This design comes from an exercise in tuning for small area on the open sky130 flow, not from production work. Function was checked by simulation only, so behaviour that the tests miss may differ from the original. Power is estimated from default activity; no workload was simulated.

==> flow/design.v (excerpt) <==
module inst_rom_loadable #(
    parameter int             A    = 8,
    parameter int             W    = 9,
    parameter int             CW   = 3,
    parameter logic [W-1:0]   FILL = '0
) (
    input  logic            Clk,
    input  logic            Reset_n,
    input  logic            LoadStart,
    input  logic            LoadValid,
    input  logic [CW-1:0]   LoadData,
    input  logic            LoadLast,
    output logic            LoadReady,
    output logic            LoadDone,
    output logic            LoadErr,
    output logic [A:0]      LoadCount,
    input  logic            FetchEn,
    input  logic [A-1:0]    InstAddress,
    output logic [W-1:0]    InstOut,
    output logic            InstValid
);
Size: ~4,600 cells after synthesis, ~2,400 flip-flops, about 39 I/O pins, ~65,000 µm² of cells after synthesis.
export LEC_CHECK = 0
export CAP_MARGIN = 20
export CORE_MARGIN = 2
export CORE_UTILIZATION = 60
export CTS_CLUSTER_DIAMETER = 100
export CTS_CLUSTER_SIZE = 30
export GPL_TIMING_DRIVEN = 0
export SETUP_SLACK_MARGIN = 0.15
export SLEW_MARGIN = 20
export SYNTH_HIERARCHICAL = 1
create_clock -name core_clock -period 4.0 [get_ports {Clk}]
run.sh (not shown) runs the stock make flow with config.mk's settings and CLKGATE_MAP_FILE= SYNTH_SCRIPT=/design/flow/synth_recipe.tcl, a recipe that flattens the netlist after the stock synthesis.
The starting point passed the timing, DRC and antenna checks.
Then changed:
CORE_UTILIZATION = 55   (was 60)
GPL_TIMING_DRIVEN = unset   (was 0)
SETUP_SLACK_MARGIN = 0.2   (was 0.15)
=> Final area rose by 2.2%. Sequential share of layout area fell by 1.4 points. Combinational power rose by about 5%. First-iteration DRC count fell by 4.0%. Cell count rose by 6.4%. Worst setup slack improved by 0.060 ns. Wire length rose by 0.90%. Clock power hardly moves.
Then changed:
CORE_UTILIZATION = 60   (was 55)
GPL_TIMING_DRIVEN = 0   (was unset)
SETUP_SLACK_MARGIN = 0.12   (was 0.2)
Final area came out lower by 2.4%.
Hold slack is better by 0.0046 ns.
Flip-flop and latch count stays the same.
Die area came out lower by 8.2%.
Critical path depth came out lower by 3.


main:
Starting RTL as in the previous note.
==> flow/design.v (excerpt) <==
module inst_rom_loadable #(
    parameter int             A    = 8,
    parameter int             W    = 9,
    parameter int             CW   = 3,
    parameter logic [W-1:0]   FILL = '0
) (
    input  logic            Clk,
    input  logic            Reset_n,
    input  logic            LoadStart,
    input  logic            LoadValid,
    input  logic [CW-1:0]   LoadData,
    input  logic            LoadLast,
    output logic            LoadReady,
    output logic            LoadDone,
    output logic            LoadErr,
    output logic [A:0]      LoadCount,
    input  logic            FetchEn,
    input  logic [A-1:0]    InstAddress,
    output logic [W-1:0]    InstOut,
    output logic            InstValid
);
    localparam int CPW   = W / CW;
    localparam int CCW   = (CPW > 1) ? $clog2(CPW) : 1;
    localparam int DEPTH = 2 ** A;
    localparam int LB    = A / 2;             
    localparam int HB    = A - LB;            
    localparam int NL    = 2 ** LB;
    localparam int LD    = 2 ** HB;
    localparam int KB    = 3;
    localparam int K     = 2 ** KB;
    localparam int NPL   = LD / K;
    localparam int NP    = (K + CPW - 1) / CPW;
    typedef enum logic [1:0] {
        S_IDLE  = 2'd0,
        S_LOAD  = 2'd1,
        S_READY = 2'd2
    } state_t;
    state_t              state_r;
    logic [CCW-1:0]      chunk_r;
    logic [W-CW-1:0]     partial_r;
    logic                load_ready_r;
    logic                load_done_r;
    logic                load_err_r;
    logic [A:0]          load_count_r;
    logic [W-1:0]        inst_out_r;
    logic                inst_valid_r;
  ...
Settings: LEC_CHECK=0, CAP_MARGIN=20, CORE_MARGIN=2, CORE_UTILIZATION=55, CTS_CLUSTER_DIAMETER=100, CTS_CLUSTER_SIZE=30, GPL_TIMING_DRIVEN=0, SETUP_SLACK_MARGIN=0.2, SLEW_MARGIN=20, SYNTH_HIERARCHICAL=1; clock period 4.0 ns.
The final layout from main, which completed every stage, passed the timing, DRC and antenna checks at the end of the flow.
What the feature branch does differently from main at the input level:
Settings: a change of SETUP_SLACK_MARGIN from 0.2 to 0.12.
==> comparison <==
- Compared with main, in the feature branch power held; post-layout minimum cycle time up 0.087 ns; final cell count without fillers down 33.


Another version of the RTL of inst_rom_loadable (not shown whole).
Size in the first run: ~4600 cells after synthesis, roughly 39 I/O pins, ~66000 µm² of cells after synthesis.
// inst_rom_loadable
module inst_rom_loadable #(
    parameter int             A    = 8,
    parameter int             W    = 9,
    parameter int             CW   = 3,
    parameter logic [W-1:0]   FILL = '0
) (
    input  logic            Clk,
    input  logic            Reset_n,
    input  logic            LoadStart,
    input  logic            LoadValid,
    input  logic [CW-1:0]   LoadData,
    input  logic            LoadLast,
    output logic            LoadReady,
    output logic            LoadDone,
    output logic            LoadErr,
    output logic [A:0]      LoadCount,
    input  logic            FetchEn,
    input  logic [A-1:0]    InstAddress,
    output logic [W-1:0]    InstOut,
    output logic            InstValid
);
clock: 4.0 ns
lec_check: 0
cap_margin: 20
core_margin: 2
core_utilization: 55
cts_cluster_diameter: 60
cts_cluster_size: 30
gpl_timing_driven: 0
setup_slack_margin: 0.1
slew_margin: 20
synth_hierarchical: 1
The first run produced a layout that fails on negative setup slack.
Rerun with:
CORE_UTILIZATION = 65   (was 55)
GPL_TIMING_DRIVEN = not set   (was 0)
PLACE_DENSITY = 0.75   (was not set)
SETUP_SLACK_MARGIN = 0.2   (was 0.1)
The new run finished with timing, DRC and antenna clean.
Total power falls slightly.
Area after synthesis stays the same.
Clock-buffer cell count shrinks by 12.
Maximum frequency rose by a few percent.
Clock power came out lower by a few percent.
Clock skew fell by 0.021 ns.
Sequential power barely changes.

[what the ideal ports hide]
The flow's constraints put no driver on any port. The routed layouts listed below were extracted and timed again, unchanged, in two steps. Step 1: set_driving_cell puts a clkbuf_16 on Clk and a buf_2 on each other input, an assumption about the parent block. Step 2, shift: input delay + t, output delay - t, t = (earliest + latest rising clock arrival at the registers) / 2. This alone moves slack from input paths to output paths. Slacks: no drivers / after step 1 / after step 2; pairs: no drivers / after step 1.
run | t, ns | setup slack, ns | worst data-port slew with drivers (ns)
the first run of note 1 | 0.794 | 0.150 / 0.150 / -0.540 | 0.13
the second run of note 1 | 0.794 | 0.210 / 0.233 / -0.525 | 0.04
the third run of note 1 | 0.793 | 0.114 / 0.113 / -0.595 | 0.13
main | 0.801 | 0.216 / 0.216 / -0.503 | 0.13
the feature branch | 0.789 | 0.129 / 0.137 / -0.610 | 0.15
the first run of note 3 | 0.845 | -0.054 / -0.052 / -0.856 | 0.06
the second run of note 3 | 0.853 | 0.192 / 0.192 / -0.598 | 0.04
Met with ideal ports but missed after step 2: setup timing in 6 of these runs. The setup slack of the first run of note 3, which loses most, moves by +0.002 ns with the drivers and by -0.802 ns with both steps.
